What follows belongs to an exercise in optimizing a design on an open flow for small area, a short achievable clock period and few clock cycles per item; a production flow would make more cautious choices. In this exercise RTL edits were held to simulation tests only and were not proved equivalent to the original. Power figures rest on the tool's default switching activity, not on a simulated workload.

--- flow/run.sh ---
#!/bin/bash
# synth_recipe.tcl (not shown) runs the flow's synth.tcl, then flattens the netlist and writes it again
# the make line also repeats each setting of config.mk as NAME=value (left out here)
make -C /OpenROAD-flow-scripts/flow DESIGN_CONFIG=/design/flow/config.mk WORK_HOME=/design/flow/orfs CLKGATE_MAP_FILE= SYNTH_SCRIPT=/design/flow/synth_recipe.tcl finish
--- flow/config.mk ---
export PLATFORM = sky130hd
export DESIGN_NAME = round_robin_tick_scheduler
export DESIGN_NICKNAME = round_robin_tick_scheduler
export VERILOG_FILES = /design/flow/design.v
export SDC_FILE = /design/flow/constraint.sdc
export NUM_CORES = 4
export LEC_CHECK = 0
export CAP_MARGIN = 20
export CORE_MARGIN = 2
export CORE_UTILIZATION = 40
export PLACE_DENSITY = 0.6
export SLEW_MARGIN = 20
--- flow/design.v ---
`timescale 1ns / 1ps
package rrts_pkg;
   localparam int TIME_W  = 16;
   localparam int BURST_W = 16;
   localparam int TASK_W  = 5;
   localparam logic [TIME_W-1:0] TIME_MAX = {TIME_W{1'b1}};
   localparam logic OP_LOAD = 1'b0;
   localparam logic OP_TICK = 1'b1;
   typedef logic [TIME_W-1:0]  time_type;
   typedef logic [BURST_W-1:0] burst_type;
   typedef logic [TASK_W-1:0]  task_type;
   typedef struct packed {
      logic empty;
      logic full;
   } fifo_status_type;
endpackage
`timescale 1ns / 1ps
module rrts_task_table #(
   parameter int MAX_TASKS = 32,
   parameter int IW        = 5
) (
   input  logic                 clock,
   input  logic                 load_en,
   input  logic [IW-1:0]        load_addr,
   input  rrts_pkg::time_type   load_arrival,
   input  rrts_pkg::burst_type  load_burst,
   input  logic                 arr_rd_en,
   input  logic [IW-1:0]        arr_rd_addr,
   output rrts_pkg::time_type   arr_rdata,
   input  logic                 rem_rd_en,
   input  logic [IW-1:0]        rem_rd_addr,
   output rrts_pkg::burst_type  rem_rdata,
   input  logic                 rem_wr_en,
   input  logic [IW-1:0]        rem_wr_addr,
   input  rrts_pkg::burst_type  rem_wr_data
);
   rrts_pkg::time_type  arrival_mem   [MAX_TASKS];
   rrts_pkg::burst_type remaining_mem [MAX_TASKS];
   rrts_pkg::time_type  arr_rdata_ff;
   rrts_pkg::burst_type rem_rdata_ff;
   always_ff @(posedge clock) begin
      if (load_en) begin
         arrival_mem[load_addr] <= load_arrival;
      end
      if (arr_rd_en) begin
         arr_rdata_ff <= arrival_mem[arr_rd_addr];
      end
   end
   always_ff @(posedge clock) begin
      if (load_en) begin
         remaining_mem[load_addr] <= load_burst;
      end else if (rem_wr_en) begin
         remaining_mem[rem_wr_addr] <= rem_wr_data;
      end
      if (rem_rd_en) begin
         rem_rdata_ff <= remaining_mem[rem_rd_addr];
      end
   end
   assign arr_rdata = arr_rdata_ff;
   assign rem_rdata = rem_rdata_ff;
endmodule
`timescale 1ns / 1ps
module rrts_ready_fifo #(
   parameter int MAX_TASKS = 32,
   parameter int IW        = 5,
   parameter int CW        = 6
) (
   input  logic                      clock,
   input  logic                      reset,
   input  logic                      push,
   input  logic [IW-1:0]             push_idx,
   input  logic                      pop,
   output logic [IW-1:0]             pop_idx,
   output rrts_pkg::fifo_status_type status
);
   localparam logic [IW-1:0] LAST_PTR = IW'(MAX_TASKS - 1);
   localparam logic [CW-1:0] FULL_CNT = CW'(MAX_TASKS);
   logic [IW-1:0] fifo_mem [MAX_TASKS];
   logic [IW-1:0] head_ff, head_in;
   logic [IW-1:0] tail_ff, tail_in;
   logic [CW-1:0] fill_ff, fill_in;
   logic [IW-1:0] rdata_ff;
   logic          do_push;
   logic          do_pop;
   assign status.empty = (fill_ff == '0);
   assign status.full  = (fill_ff == FULL_CNT);
   assign do_push      = push && !status.full;
   assign do_pop       = pop && !status.empty;
   always_comb begin
      head_in = head_ff;
      tail_in = tail_ff;
      fill_in = fill_ff;
      if (do_push) begin
         tail_in = (tail_ff == LAST_PTR) ? '0 : tail_ff + 1'b1;
      end
      if (do_pop) begin
         head_in = (head_ff == LAST_PTR) ? '0 : head_ff + 1'b1;
      end
      if (do_push && !do_pop) begin
         fill_in = fill_ff + 1'b1;
      end else if (do_pop && !do_push) begin
         fill_in = fill_ff - 1'b1;
      end
   end
   always_ff @(posedge clock) begin
      if (reset) begin
         head_ff <= '0;
         tail_ff <= '0;
         fill_ff <= '0;
      end else begin
         head_ff <= head_in;
         tail_ff <= tail_in;
         fill_ff <= fill_in;
      end
   end
   always_ff @(posedge clock) begin
      if (do_push) begin
         fifo_mem[tail_ff] <= push_idx;
      end
      if (do_pop) begin
         rdata_ff <= fifo_mem[head_ff];
      end
   end
   assign pop_idx = rdata_ff;
endmodule
`timescale 1ns / 1ps
module round_robin_tick_scheduler #(
   parameter int MAX_TASKS = 32
) (
   input  logic                 clock,
   input  logic                 reset,
   input  logic                 req_valid,
   output logic                 req_ready,
   input  logic                 req_operation,
   input  logic [15:0]          req_arrival_time,
   input  logic [15:0]          req_burst_length,
   output logic                 rsp_valid,
   input  logic                 rsp_ready,
   output logic [4:0]           rsp_task_index,
   output logic                 rsp_idle,
   output logic                 rsp_finished,
   output logic [15:0]          rsp_slot_time
);
   localparam int IW = (MAX_TASKS > 1) ? $clog2(MAX_TASKS) : 1;
   localparam int CW = $clog2(MAX_TASKS + 1);
   localparam logic [CW-1:0] FULL_CNT = CW'(MAX_TASKS);
   localparam logic [2:0] S_IDLE  = 3'd0;
   localparam logic [2:0] S_SCAN  = 3'd1;
   localparam logic [2:0] S_POP   = 3'd2;
   localparam logic [2:0] S_RDREM = 3'd3;
   localparam logic [2:0] S_UPD   = 3'd4;
   localparam logic [2:0] S_REQ   = 3'd5;
   localparam logic [2:0] S_DONE  = 3'd6;
   logic [2:0]          state_ff, state_in;
   logic [CW-1:0]       loaded_ff, loaded_in;
   rrts_pkg::time_type  time_ff, time_in;
   rrts_pkg::time_type  slot_ff, slot_in;
   rrts_pkg::time_type  target_ff, target_in;
   logic [CW-1:0]       scan_ff, scan_in;
   logic                first_ff, first_in;
   logic                cmp_vld_ff, cmp_vld_in;
   logic [IW-1:0]       cmp_idx_ff, cmp_idx_in;
   logic [IW-1:0]       idx_ff, idx_in;
   logic                idle_ff, idle_in;
   logic                fin_ff, fin_in;
   logic                rsp_valid_ff, rsp_valid_in;
   rrts_pkg::task_type  rsp_task_ff, rsp_task_in;
   logic                rsp_idle_ff, rsp_idle_in;
   logic                rsp_fin_ff, rsp_fin_in;
   rrts_pkg::time_type  rsp_slot_ff, rsp_slot_in;
   logic                req_accept;
   logic                load_en;
   logic                arr_rd_en;
   rrts_pkg::time_type  arr_rdata;
   logic                rem_rd_en;
   rrts_pkg::burst_type rem_rdata;
   logic                rem_wr_en;
   rrts_pkg::burst_type rem_dec;
   logic                push;
   logic [IW-1:0]       push_idx;
   logic                pop;
   logic [IW-1:0]       pop_idx;
   logic                after_disp;
   rrts_pkg::fifo_status_type fifo_status;
   assign req_ready = (state_ff == S_IDLE);
   assign req_accept   = req_valid && req_ready;
   assign load_en      = req_accept && (req_operation == rrts_pkg::OP_LOAD)
                         && (loaded_ff != FULL_CNT);
   assign rem_dec      = (rem_rdata == '0) ? '0 : rem_rdata - 1'b1;
   rrts_task_table #(
      .MAX_TASKS (MAX_TASKS),
      .IW        (IW)
   ) u_table (
      .clock        (clock),
      .load_en      (load_en),
      .load_addr    (loaded_ff[IW-1:0]),
      .load_arrival (req_arrival_time),
      .load_burst   (req_burst_length),
      .arr_rd_en    (arr_rd_en),
      .arr_rd_addr  (scan_ff[IW-1:0]),
      .arr_rdata    (arr_rdata),
      .rem_rd_en    (rem_rd_en),
      .rem_rd_addr  (pop_idx),
      .rem_rdata    (rem_rdata),
      .rem_wr_en    (rem_wr_en),
      .rem_wr_addr  (idx_ff),
      .rem_wr_data  (rem_dec)
   );
   rrts_ready_fifo #(
      .MAX_TASKS (MAX_TASKS),
      .IW        (IW),
      .CW        (CW)
   ) u_fifo (
      .clock    (clock),
      .reset    (reset),
      .push     (push),
      .push_idx (push_idx),
      .pop      (pop),
      .pop_idx  (pop_idx),
      .status   (fifo_status)
   );
   always_comb begin
      state_in     = state_ff;
      loaded_in    = loaded_ff;
      time_in      = time_ff;
      slot_in      = slot_ff;
      target_in    = target_ff;
      scan_in      = scan_ff;
      first_in     = first_ff;
      cmp_vld_in   = 1'b0;
      cmp_idx_in   = cmp_idx_ff;
      idx_in       = idx_ff;
      idle_in      = idle_ff;
      fin_in       = fin_ff;
      rsp_valid_in = rsp_valid_ff && !rsp_ready;
      rsp_task_in  = rsp_task_ff;
      rsp_idle_in  = rsp_idle_ff;
      rsp_fin_in   = rsp_fin_ff;
      rsp_slot_in  = rsp_slot_ff;
      arr_rd_en    = 1'b0;
      rem_rd_en    = 1'b0;
      rem_wr_en    = 1'b0;
      push         = 1'b0;
      push_idx     = idx_ff;
      pop          = 1'b0;
      after_disp   = 1'b0;
      case (state_ff)
         S_IDLE: begin
            if (load_en) begin
               loaded_in = loaded_ff + 1'b1;
            end
            if (req_accept && (req_operation == rrts_pkg::OP_TICK)) begin
               slot_in = time_ff;
               if (time_ff == '0) begin
                  target_in = '0;
                  scan_in   = '0;
                  first_in  = 1'b1;
                  state_in  = S_SCAN;
               end else begin
                  state_in  = S_POP;
               end
            end
         end
         S_SCAN: begin
            if (cmp_vld_ff && (arr_rdata == target_ff)) begin
               push     = 1'b1;
               push_idx = cmp_idx_ff;
            end
            if (scan_ff < loaded_ff) begin
               arr_rd_en  = 1'b1;
               cmp_vld_in = 1'b1;
               cmp_idx_in = scan_ff[IW-1:0];
               scan_in    = scan_ff + 1'b1;
            end else if (!cmp_vld_ff) begin
               state_in = first_ff ? S_POP : S_REQ;
            end
         end
         S_POP: begin
            if (fifo_status.empty) begin
               idle_in    = 1'b1;
               fin_in     = 1'b0;
               idx_in     = '0;
               after_disp = 1'b1;
            end else begin
               pop      = 1'b1;
               idle_in  = 1'b0;
               state_in = S_RDREM;
            end
         end
         S_RDREM: begin
            idx_in    = pop_idx;
            rem_rd_en = 1'b1;
            state_in  = S_UPD;
         end
         S_UPD: begin
            rem_wr_en  = 1'b1;
            fin_in     = (rem_dec == '0);
            after_disp = 1'b1;
         end
         S_REQ: begin
            push     = !idle_ff && !fin_ff;
            push_idx = idx_ff;
            state_in = S_DONE;
         end
         S_DONE: begin
            if (!rsp_valid_ff || rsp_ready) begin
               rsp_valid_in = 1'b1;
               rsp_task_in  = idle_ff ? '0 : rrts_pkg::task_type'(idx_ff);
               rsp_idle_in  = idle_ff;
               rsp_fin_in   = fin_ff;
               rsp_slot_in  = slot_ff;
               state_in     = S_IDLE;
            end
         end
         default: begin
            state_in = S_IDLE;
         end
      endcase
      if (after_disp) begin
         if (slot_ff != rrts_pkg::TIME_MAX) begin
            target_in = slot_ff + 1'b1;
            time_in   = slot_ff + 1'b1;
            scan_in   = '0;
            first_in  = 1'b0;
            state_in  = S_SCAN;
         end else begin
            state_in  = S_REQ;
         end
      end
   end
   always_ff @(posedge clock) begin
      if (reset) begin
         state_ff     <= S_IDLE;
         loaded_ff    <= '0;
         time_ff      <= '0;
         cmp_vld_ff   <= 1'b0;
         rsp_valid_ff <= 1'b0;
      end else begin
         state_ff     <= state_in;
         loaded_ff    <= loaded_in;
         time_ff      <= time_in;
         cmp_vld_ff   <= cmp_vld_in;
         rsp_valid_ff <= rsp_valid_in;
      end
   end
   always_ff @(posedge clock) begin
      slot_ff     <= slot_in;
      target_ff   <= target_in;
      scan_ff     <= scan_in;
      first_ff    <= first_in;
      cmp_idx_ff  <= cmp_idx_in;
      idx_ff      <= idx_in;
      idle_ff     <= idle_in;
      fin_ff      <= fin_in;
      rsp_task_ff <= rsp_task_in;
      rsp_idle_ff <= rsp_idle_in;
      rsp_fin_ff  <= rsp_fin_in;
      rsp_slot_ff <= rsp_slot_in;
   end
   assign rsp_valid      = rsp_valid_ff;
   assign rsp_task_index = rsp_task_ff;
   assign rsp_idle       = rsp_idle_ff;
   assign rsp_finished   = rsp_fin_ff;
   assign rsp_slot_time  = rsp_slot_ff;
endmodule
--- flow/constraint.sdc ---
create_clock -name core_clock -period 5.0 [get_ports {clock}]
set_input_delay 1.0000 -clock core_clock [delete_from_list [all_inputs] [get_ports {clock}]]
set_output_delay 1.0000 -clock core_clock [all_outputs]
set_load 0.01 [all_outputs]
==> Implementation_results.wiki <==
{| class="wikitable"
! Metric !! Value
|-
| Number of antenna violations at the first check in global routing || 2
|-
| Area fraction of the dominant cell type after synthesis || 72.9%
|-
| Reg-to-reg setup timing slack || 1.22 ns
|-
| Leading cell types by total area after synthesis || sky130_fd_sc_hd__edfxtp_1 (73%), sky130_fd_sc_hd__mux4_2 (16%), sky130_fd_sc_hd__dfxtp_1 (2.5%)
|-
| Power per standard cell area || 433 mW/mm²
|-
| Clock tree buffer depth || 3
|-
| Data required time of the worst path || 5.63 ns
|-
| Max-cap viol count || 0
|-
| Post-Place Cell Area || 0.0559 mm²
|-
| Sink of the worst hold path || slot_ff[8]
|-
| Post-CTS setup repair buffer count || 0
|-
| Avg Cell Area, Syn || 21.2 µm²
|-
| Number of diodes || 0
|-
| Overall die area || 0.134 mm²
|-
| Final period util || 75.6%
|-
| Post-layout min period || 3.78 ns
|-
| Wire length on met3 || 9060 µm
|-
| Clk root buf || sky130_fd_sc_hd__clkbuf_16
|-
| Clock network latency to the later pin of the worst-skew pair || 0.78 ns
|-
| Number of DRC violations after detailed-routing iteration 0 || 2623
|-
| Launch point of the worst hold path || time_ff[8]
|-
| Count of input and output buffers || 61
|-
| Initial core utilization || 40.3%
|-
| Fraction of layout cells with a size suffix above 1 || 29.8%
|-
| Core Util, Final || 46.5%
|-
| Resized cells post-CTS || 0
|-
| Worst-Margin Slew || 1.10 ns
|-
| Number of cells traversed by the worst register-to-register path || 14
|-
| Vias in the first global route || 25430
|-
| Sink Count || 1338
|-
| Number of routed nets with antenna violations || 0
|-
| Final instance area || 0.0604 mm²
|-
| Post-synth design cell area || 0.0524 mm²
|-
| Total via count after detailed routing || 25210
|-
| Clock transition at the register clock pins on the worst setup and hold paths after CTS || 0.06 ns
|-
| Peak Freq || 265 MHz
|-
| Remaining global-route overflow || 0
|-
| Pre-CTS setup slack || 0.803 ns
|-
| Top routing layer in use || met4
|-
| Worst hold-check path type || reg2reg
|-
| Post-synth ARST share || 0%
|-
| Floorplan core area || 0.130 mm²
|-
| Max H-tree Level || 4
|-
| Maximum number of pins on one net before global-route repair || 63
|-
| Placer's final routability congestion estimate || 0.825
|-
| Peak fanout along the critical path || 13
|-
| First drt pass iteration count || 5
|-
| Number of instances in the placed design || 4256
|-
| Leakage power figure || 18.5 nW
|-
| Origin of the critical flop-to-flop path || state_ff[2]
|-
| Final number of setup-violating endpoints || 0
|-
| Fin Setup TNS || 0 ns
|-
| Share of synthesized area occupied by flip-flops and latches || 75.4%
|-
| Critical path origin || state_ff[2]
|-
| Headroom to the max-slew limit || 26.6%
|-
| Final worst slack || 1.22 ns
|-
| Worst voltage drop across the vdd grid || 0.418 mV
|-
| Top Ports || 62
|-
| Number of fill cells || 10677
|-
| Status || finished clean
|-
| Arrival @ worst endpoint || 4.41 ns
|-
| Final Hold Violating Endpoints || 0
|-
| RSZ-0062 raised after global routing || no
|-
| Worst reg2reg endpoint || u_fifo.fill_ff[4]
|-
| Nets || 2717
|-
| Detail-routed net length per standard cell || 26.8 µm
|-
| Die extent in y || 366 µm
|-
| First-pass GRT wire length || 177000 µm
|-
| Total CTS buffers || 138
|-
| Count of cells along the worst hold path || 0
|-
| Category of the worst setup path launch point || register
|-
| Number of standard-cell rows in the floorplan || 132
|-
| Met2 routed WL || 57100 µm
|-
| Post-synthesis cell type count || 71
|-
| Number of enable flip-flop cells after synthesis || 1272
|-
| HPWL after detailed placement || 75500 µm
|-
| Layout Area Growth over Synthesis || 15.3%
|-
| Synth Instances || 2471
|-
| Flop and latch count out of synthesis || 1338
|-
| DR DRC count || 0
|-
| Cell type with the highest aggregate area in the netlist || sky130_fd_sc_hd__edfxtp_1
|-
| All-layer global routing usage || 18.0%
|-
| Max Clock Skew || 0.0337 ns
|-
| Critical path endpoint category || register
|-
| Wire length on met1 || 52300 µm
|-
| Critical path type || reg2reg
|-
| Number of hold buffers added after cts || 0
|-
| Number of vias per cell || 5.59
|-
| Count of warnings emitted by yosys || 3
|-
| Post-Layout Cell Count || 4508
|-
| Top_reg_cell synth || sky130_fd_sc_hd__edfxtp_1
|-
| Wire length reported by the detailed router || 121000 µm
|-
| Post-synth net total || 2533
|-
| Clock tree from TritonCTS || yes
|-
| Fin. max-slew vios || 0
|-
| Die W || 366 µm
|-
| Most frequent cell after synthesis || sky130_fd_sc_hd__edfxtp_1
|-
| Most used standard cells in the synthesized netlist || sky130_fd_sc_hd__edfxtp_1 (1272), sky130_fd_sc_hd__mux4_2 (370), sky130_fd_sc_hd__nor2_1 (152)
|}
## cells by family (layout without fill, tap and decap cells)
family | Yosys count | count (layout) | synth area share, %
AND/OR/NAND/NOR | 357 | 357 | 3.23
multiplexers | 420 | 420 | 17.0
buffers and inverters | 140 | 435 | 1.10
flip-flops | 1338 | 1338 | 75.4
XOR/XNOR | 44 | 44 | 0.736
AO/OA/AOI/OAI | 147 | 147 | 1.91
adder cells (fa/ha/maj) | 25 | 25 | 0.612
## how the worst max path moves through the flow
stage,endpoint,slack [ns],depth (start not counted)
after floorplan,scan_ff[5],1.18,9
after global routing,u_fifo.fill_ff[5],0.89,13
after global placement,u_table.arrival_mem[8][10],0.94,6
after detailed placement,u_table.arrival_mem[8][9],0.80,6
after CTS,u_fifo.fill_ff[4],1.22,14
final,u_fifo.fill_ff[4],1.22,14
## final cells by class
cell class                      count  area [µm²]  area share [%]
Clock buffer                      172        3630            6.02
Sequential cell                  1338       39500            65.5
Inverter                           20        75.1           0.124
Clock inverter                     79         850            1.41
Tap cell                         1742        2180            3.61
Timing Repair Buffer              164        1460            2.41
Multi-Input combinational cell    993       12600            21.0
## flip-flops by register name (all words and copies together) (netlist names), 6 cells and up
| register | cells |
|---|---|
| u_table.arrival_mem | 512 |
| u_table.remaining_mem | 512 |
| u_fifo.fifo_mem | 160 |
| rsp_slot_ff | 16 |
| slot_ff | 16 |
| target_ff | 16 |
| time_ff | 16 |
| u_table.arr_rdata_ff | 16 |
| u_table.rem_rdata_ff | 16 |
| loaded_ff | 6 |
| scan_ff | 6 |
| u_fifo.fill_ff | 6 |
## where the power goes
part	internal [mW]	total [mW]	switching [mW]
combinational	1.05	2.74	1.69
sequential	12.9	13.2	0.281
clock	5.92	10.2	4.28
total	19.9	26.1	6.25
## placed cells by master, fill, tap and decap left out, types with 12 or more instances in the layout
master	instances
sky130_fd_sc_hd__clkinv_1	26
sky130_fd_sc_hd__nor4_1	12
sky130_fd_sc_hd__edfxtp_1	1272
sky130_fd_sc_hd__o21ai_0	22
sky130_fd_sc_hd__a21oi_1	43
sky130_fd_sc_hd__ha_1	24
sky130_fd_sc_hd__mux4_2	370
sky130_fd_sc_hd__dfxtp_1	60
sky130_fd_sc_hd__mux2_2	45
sky130_fd_sc_hd__clkbuf_16	139
sky130_fd_sc_hd__clkinv_2	21
sky130_fd_sc_hd__xnor2_1	18
sky130_fd_sc_hd__clkbuf_1	30
sky130_fd_sc_hd__nor2_2	64
sky130_fd_sc_hd__clkdlybuf4s50_1	54
sky130_fd_sc_hd__nor3_1	15
sky130_fd_sc_hd__buf_4	95
sky130_fd_sc_hd__xor2_1	26
sky130_fd_sc_hd__inv_1	20
sky130_fd_sc_hd__bufinv_16	14
sky130_fd_sc_hd__nand3_1	28
sky130_fd_sc_hd__nor2_1	89
sky130_fd_sc_hd__nand2_1	73
## critical path, cell delays in order, from the launching register on
cell	delay (ns)
sky130_fd_sc_hd__dfxtp_1	0.43
sky130_fd_sc_hd__or3b_1	0.57
sky130_fd_sc_hd__nor4_2	0.25
sky130_fd_sc_hd__nand3_1	0.16
sky130_fd_sc_hd__o21a_1	0.26
sky130_fd_sc_hd__nor2_1	0.27
sky130_fd_sc_hd__ha_1	0.29
sky130_fd_sc_hd__inv_1	0.15
sky130_fd_sc_hd__fa_1	0.42
sky130_fd_sc_hd__a21o_1	0.19
sky130_fd_sc_hd__a21oi_1	0.20
sky130_fd_sc_hd__xor2_1	0.20
sky130_fd_sc_hd__nor2_1	0.06
sky130_fd_sc_hd__a21oi_1	0.13
sky130_fd_sc_hd__nor2_1	0.05
## stage by stage
stage | total power, mW | hold slack [ns]
floorplan | 15.0 | 0.428
global placement | 16.1 | 0.441
detailed placement | 16.2 | 0.445
CTS | 26.4 | 0.461
global route | 27.0 | 0.470
finish | 26.1 | 0.466
## metal layers
| metal | global-route usage (%) | up-vias |
|---|---|---|
| li1 | - | 10681 |
| met1 | 26.1 | 13386 |
| met2 | 28.0 | 1005 |
| met3 | 3.57 | 138 |
| met4 | 4.70 | 0 |
| met5 | 0 | - |
Testbench counts, summed over its fixed seeds: cycles 117,160, ticks 3,200.

[re-timing with driven ports]
The results above use ideal ports. As a check the final layout listed here was re-extracted and re-timed, cells and wires unchanged. Step 1 (the two cells are an assumption about what drives the block):
set clk [get_ports {clock}]
set_driving_cell -lib_cell sky130_fd_sc_hd__clkbuf_16 $clk
set_driving_cell -lib_cell sky130_fd_sc_hd__buf_2 [delete_from_list [all_inputs] $clk]
Step 2 times the ports against the registers' clock, not the clock port: input delays grow and output delays shrink by t, the midpoint of the rising clock arrivals with the driver on. Slacks: no drivers / after step 1 / after step 2; pairs: no drivers / after step 1.
t, ns: 0.833
slack for setup (ns): 1.221 / 1.220 / 0.691
worst data-port slew with drivers (ns): 0.07
After both steps setup and hold are still met in this run. For this run, drivers alone change the setup slack by -0.001 ns; drivers and shift together by -0.530 ns.
